Background: an optimization exercise with open tools, aiming at small area. Do not read the settings as production practice. Power is estimated from default activity; no workload was simulated.

## amber
==> flow/design.v (excerpt) <==
module ballDisplay
(
    input  logic        clk,
    input  logic        reset,
    input  logic        run,
    input  logic [9:0]  ballSize,
    output logic [23:0] rgb,
    output logic [9:0]  pixelX,
    output logic [9:0]  pixelY,
    output logic        displayOn,
    output logic        hSyncN,
    output logic        vSyncN
);
clock: 12.0 ns
lec_check: 0
abc_area: 1
cap_margin: 20
core_margin: 2
core_utilization: 40
slew_margin: 20
standard.sh (not shown) runs the stock make flow with config.mk's settings and CLKGATE_MAP_FILE= SYNTH_SCRIPT=/design/flow/synth_recipe.tcl, a recipe that flattens the netlist after the stock synthesis.
==> flow/flow/run.sh <==
#!/bin/bash
# The standard layout (the standard.sh: standard synthesis, floorplan, placement, CTS,
# routing, finish) with two ORFS settings changed:
# * the buffer that placement puts on every input and output port is the smallest buffer,
#   sky130_fd_sc_hd__buf_1, instead of the one buffer_ports picks itself (every port still gets
#   its own buffer);
# * clock tree synthesis builds the tree from clkbuf_4 below a clkbuf_8 root and adds no
#   dummy load cells.
set -euo pipefail
export BUFFER_PORTS_ARGS="-buffer_cell sky130_fd_sc_hd__buf_1"
export CTS_ARGS="-sink_clustering_enable -repair_clock_nets -buf_list \"sky130_fd_sc_hd__clkbuf_4 sky130_fd_sc_hd__clkbuf_8\" -dont_use_dummy_load"
bash standard.sh finish > standard_flow.log 2>&1
Setup changes, amber to maple
--- a/flow/flow/run.sh
+++ b/flow/flow/run.sh
@@ -9,4 +9,4 @@
 set -euo pipefail
 export BUFFER_PORTS_ARGS="-buffer_cell sky130_fd_sc_hd__buf_1"
-export CTS_ARGS="-sink_clustering_enable -repair_clock_nets -buf_list \"sky130_fd_sc_hd__clkbuf_4 sky130_fd_sc_hd__clkbuf_8\" -dont_use_dummy_load"
+export CTS_ARGS="-sink_clustering_enable -repair_clock_nets -root_buf sky130_fd_sc_hd__clkbuf_16 -buf_list sky130_fd_sc_hd__clkbuf_4 -sink_clustering_size 10 -sink_clustering_max_diameter 60 -dont_use_dummy_load"
 bash standard.sh finish > standard_flow.log 2>&1
==> comparison <==
- Between amber and maple, per-cell routed wire length decreased.
- maple against amber: design area went down; reported clock group power went down.
- maple completed; timing, DRC and antenna clean
- Per the comparison of maple with amber, via total after detailed routing did not really move; global routing usage summed across all routing layers comparable; combinational power flat.
Modified inputs, nickel compared to maple
Settings: CTS_CLUSTER_SIZE newly set to 30; CTS_BUF_LIST newly set to sky130_fd_sc_hd__clkbuf_4.
==> flow/flow/run.sh <==
#!/bin/bash
# The standard layout (the standard.sh: standard synthesis, floorplan, placement, CTS,
# routing, finish) with three ORFS settings changed:
# * the buffer that placement puts on every input and output port is the smallest buffer,
#   sky130_fd_sc_hd__buf_1, instead of the one buffer_ports picks itself (every port still gets
#   its own buffer);
# * clock tree synthesis builds the tree from clkbuf_4 and adds no dummy load cells;
# * the repair after global routing downsizes cells off the critical paths (RECOVER_POWER).
set -euo pipefail
export BUFFER_PORTS_ARGS="-buffer_cell sky130_fd_sc_hd__buf_1"
export CTS_ARGS="-sink_clustering_enable -repair_clock_nets -buf_list sky130_fd_sc_hd__clkbuf_4 -dont_use_dummy_load"
export RECOVER_POWER=100
bash standard.sh finish > standard_flow.log 2>&1
[summary]
From the logs: nickel reached the end of the flow and failed the layout checks with capacitance limit, slew limit.
The sequential share of layout area on nickel is in line with that on maple.
Core outline area: maple vs nickel identical
Row final critical-path required period: nickel lower / maple higher
The data required time of the worst path reported for nickel is greater than that of maple by 0.17 ns.
Number of port buffers of maple is on par with nickel.
The worst ir drop on vdd in nickel is 0.862 times that in maple.
Going from maple to nickel, setup slack after layout shows an increase of 0.034 ns; total detailed-routing wirelength ~0 delta; final critical-path share of the clock period decreased 0.28 points.
The inputs of zinc differ from those of nickel as listed below.
==> flow/run.sh (new file) <==
#!/bin/bash
# synth_recipe.tcl (not shown) runs the flow's synth.tcl, then flattens the netlist and writes it again
# the make line also repeats each setting of config.mk as NAME=value (left out here)
make -C /OpenROAD-flow-scripts/flow DESIGN_CONFIG=/design/flow/config.mk WORK_HOME=/design/flow/orfs CLKGATE_MAP_FILE= SYNTH_SCRIPT=/design/flow/synth_recipe.tcl finish
removed: flow/flow/run.sh
removed: flow/standard.sh
- zinc: PASS, flow complete, no timing, DRC or antenna violations
- Although it ran to completion, nickel produced a layout that fails the final checks because of capacitance limit, slew limit.
- The cell leakage power reported for zinc is greater than that of nickel by 5.7%.
- Overall power consumption: nickel and zinc compared, lower one is nickel
- Share of the final layout cell area in sequential cells, nickel and zinc, higher one = nickel.
- Going from nickel to zinc, the met2 global-route usage was found to have gone up by 1.8 points.
Relative to zinc, the following input files were edited for violet:
Settings: changing CTS_CLUSTER_SIZE from 30 to 60; setting CTS_CLUSTER_DIAMETER to 200 for the first time.
Results
Timing, DRC, antenna: 0 failures across violet and zinc. Changes observed in violet relative to zinc: setup slack closely matched the old numbers, final instance area closely matched the old numbers, post-route fraction of the period consumed by the critical path closely matched the old numbers, largest incremental delay on the critical path closely matched the old numbers. violet and zinc ended up with roughly the same area added between synthesis and finish. From zinc to violet, final total power did not move at all. [compare] base=zinc new=violet: routed metal-1 wire length now sits at about the same level, met3 layer wire length in the routed design now sits at about the same level, share of power burned in the clock network now sits at about the same level.
Function was not checked in any run of this note: the RTL went through the layout flow alone.

## what the ideal ports hide
The results above use ideal ports. As a check the final layouts listed here were re-extracted and re-timed, cells and wires unchanged.
Step 1 (the two cells are an assumption about what drives the block):
set clk [get_ports {clk}]
set_driving_cell -lib_cell sky130_fd_sc_hd__clkbuf_16 $clk
set_driving_cell -lib_cell sky130_fd_sc_hd__buf_2 [delete_from_list [all_inputs] $clk]
Step 2 adds t to the input delays and takes it off the output delays; t is the mean of the earliest and latest rising clock arrival at the registers after step 1. Input paths then give back, and output paths get back, about the clock's delay inside the block.
a / b / c = ideal ports / drivers / drivers and shift; a / b = the first two.
| run | shift t [ns] | setup WS [ns] | hold WS [ns] | slew at the worst register clock pin (ns) | worst data-port slew with drivers (ns) |
|---|---|---|---|---|---|
| amber | 0.469 | 0.736 / 0.736 / 0.736 | 0.448 / 0.448 / 0.448 | 0.08 / 0.08 | 0.04 |
| maple | 0.394 | 0.726 / 0.726 / 0.726 | 0.453 / 0.453 / 0.453 | 0.13 / 0.13 | 0.04 |
| nickel | 0.562 | 0.760 / 0.760 / 0.760 | 0.453 / 0.453 / 0.453 | 0.13 / 0.13 | 0.04 |
| zinc | 0.587 | 0.716 / 0.716 / 0.716 | 0.448 / 0.448 / 0.448 | 0.11 / 0.11 | 0.04 |
| violet | 0.587 | 0.716 / 0.716 / 0.716 | 0.448 / 0.448 / 0.448 | 0.11 / 0.11 | 0.04 |
